This is an optimization exercise on Yosys and OpenROAD, whose aim is small area and a short achievable clock period, not a production implementation. Function was checked by simulation only, so behaviour that the tests miss may differ from the original. Power is estimated from default activity; no workload was simulated.

==> trial 32: inputs <==
==> flow/design.v (excerpt) <==
module rvCore #(
    parameter logic [31:0] resetAddr = 32'h0000_0000
) (
    input  wire logic          clk,
    input  wire logic          arstN,
    output logic [31:0]        instrAddr,
    input  wire logic [31:0]   instr,
    output logic [31:0]        dataAddr,
    output logic [31:0]        writeData,
    output logic               memWrite,
    input  wire logic [31:0]   readData
);
clock: 10.0 ns
lec_check: 0
cap_margin: 20
core_margin: 2
core_utilization: 35
place_density: 0.55
setup_slack_margin: 3
slew_margin: 20
synth_hierarchical: 1
synth_minimum_keep_size: 0
standard.sh (not shown) runs the stock make flow with config.mk's settings and CLKGATE_MAP_FILE= SYNTH_SCRIPT=/design/flow/synth_recipe.tcl, a recipe that flattens the netlist after the stock synthesis.
==> flow/flow/run.sh <==
#!/bin/bash
# Layout flow: the standard synthesis and layout (standard.sh), with
# these changes after synthesis:
#  - before global placement, combinational cells go back to their
#    smallest size (flow/downsize.tcl); repair sizes up what it needs,
#  - repair may resize a cell to any footprint (MATCH_CELL_FOOTPRINT=0),
#  - ports are buffered with buf_2 cells, which repair then sizes,
#  - clock tree synthesis inserts no dummy loads and clusters up to 20
#    flip-flops within 100 um per leaf buffer.
# Each step's full output goes to a log file in this folder; ORFS's own
# per-stage logs stay under orfs/logs/.
set -euo pipefail

bash standard.sh synth > synth.log 2>&1

bash standard.sh \
    MATCH_CELL_FOOTPRINT=0 \
    "PRE_GLOBAL_PLACE_TCL=$PWD/flow/downsize.tcl" \
    "BUFFER_PORTS_ARGS=-buffer_cell sky130_fd_sc_hd__buf_2" \
    "CTS_ARGS=-sink_clustering_enable -repair_clock_nets -dont_use_dummy_load -sink_clustering_size 20 -sink_clustering_max_diameter 100" \
    finish > layout.log 2>&1
==> flow/flow/downsize.tcl <==
# Before global placement: put every combinational cell that synthesis gave
# more than the smallest drive strength back to its _1 size (same function,
# same pins). Repair then sizes up only what timing, slew and load need.
# Flip-flops, buffers and tie cells keep their size.
set block [ord::get_db_block]
set db [ord::get_db]
set n 0
foreach inst [$block getInsts] {
  set m [[$inst getMaster] getName]
  if {![regexp {^sky130_fd_sc_hd__([a-z0-9]+)_([0-9]+)$} $m -> base size]} {
    continue
  }
  if {$size <= 1} {
    continue
  }
  if {[regexp {^(df|edf|sdf|dl|sdl|buf|clkbuf|clkdly|dlygate|conb|tap|fill|decap|inv|clkinv)} $base]} {
    continue
  }
  set target [$db findMaster sky130_fd_sc_hd__${base}_1]
  if {$target == "NULL"} {
    continue
  }
  $inst swapMaster $target
  incr n
}
puts "downsize.tcl: $n cells set to their _1 size"
==> build 11: changes against trial 32 <==
==> flow/flow/run.sh (replaced) <==
#!/bin/bash
# Layout flow: the standard synthesis and layout (standard.sh), with
# three changes after synthesis:
#  - repair may resize a cell to any footprint (MATCH_CELL_FOOTPRINT=0),
#  - ports are buffered with buf_2 cells, which repair then sizes,
#  - clock tree synthesis inserts no dummy loads.
# Each step's full output goes to a log file in this folder; ORFS's own
# per-stage logs stay under orfs/logs/.
set -euo pipefail

bash standard.sh synth > synth.log 2>&1

bash standard.sh \
    MATCH_CELL_FOOTPRINT=0 \
    "BUFFER_PORTS_ARGS=-buffer_cell sky130_fd_sc_hd__buf_2" \
    "CTS_ARGS=-sink_clustering_enable -repair_clock_nets -dont_use_dummy_load" \
    finish > layout.log 2>&1
removed: flow/flow/downsize.tcl
==> qor summary <==
Outcome: trial 32 complete, no violations; build 11 complete, no violations
Number of iterations in the first detailed-routing pass: trial 32 13; build 11 14
Fillers: trial 32 13641; build 11 13577
Clock network power consumption: trial 32 2.57 mW; build 11 3.62 mW
Fraction of the cycle the final worst path needs: trial 32 0.753; build 11 0.774
Capture endpoint of the worst hold path: trial 32 regs[345]; build 11 valid[11]
Comb power frac: trial 32 0.184; build 11 0.174
Share of post-route cells with drive strength above 1: trial 32 0.187; build 11 0.216
Routed length on met3: trial 32 35800 µm; build 11 35800 µm
Initial antenna violation count: trial 32 14; build 11 3
N_diodes: trial 32 2; build 11 10
Final clock-cell share: trial 32 0.0261; build 11 0.0469
Multi-Input Combinational: trial 32 3421; build 11 3415
Worst slew margin relative to its limit: trial 32 0.187; build 11 0.176
M2 GR Usage: trial 32 0.485; build 11 0.465
Timing-limited maximum frequency: trial 32 133 MHz; build 11 129 MHz
Dpl ws: trial 32 1.21 ns; build 11 1.35 ns
Critical path's largest stage delay: trial 32 0.60 ns; build 11 0.77 ns
Proportion of power drawn by flip-flops and latches: trial 32 0.524; build 11 0.462
Worst reg2reg setup slack: trial 32 4.23 ns; build 11 4.19 ns
Layout Skew: trial 32 0.152 ns; build 11 0.102 ns
Post-route worst setup slack: trial 32 2.47 ns; build 11 2.26 ns
Layout clock buffer count: trial 32 61; build 11 112
Number of standard cells in the final layout excluding fillers: trial 32 7073; build 11 7083

## what the ideal ports hide
Ports are ideal in the flow. The routed layouts listed here were re-timed in OpenROAD.
Step 1 (the two cells are an assumption about what drives the block):
set clk [get_ports {clk}]
set_driving_cell -lib_cell sky130_fd_sc_hd__clkbuf_16 $clk
set_driving_cell -lib_cell sky130_fd_sc_hd__buf_2 [delete_from_list [all_inputs] $clk]
Step 2 times the ports against the registers' clock, not the clock port: input delays grow and output delays shrink by t, the midpoint of the rising clock arrivals with the driver on.
a / b / c = ideal ports / drivers / drivers and shift; a / b = the first two.
run	t, ns	setup slack, ns	worst hold slack (ns)	worst register clock-pin slew, ns	worst slew at a driven data input, ns
trial 32	0.787	2.467 / 2.296 / 2.296	0.501 / 0.501 / 0.501	0.10 / 0.10	0.20
build 11	0.805	2.256 / 2.116 / 2.116	0.476 / 0.476 / 0.476	0.06 / 0.06	0.22
After both steps every run listed still meets setup and hold. The setup slack of trial 32, which loses most, moves by -0.171 ns with the drivers and by -0.171 ns with both steps.
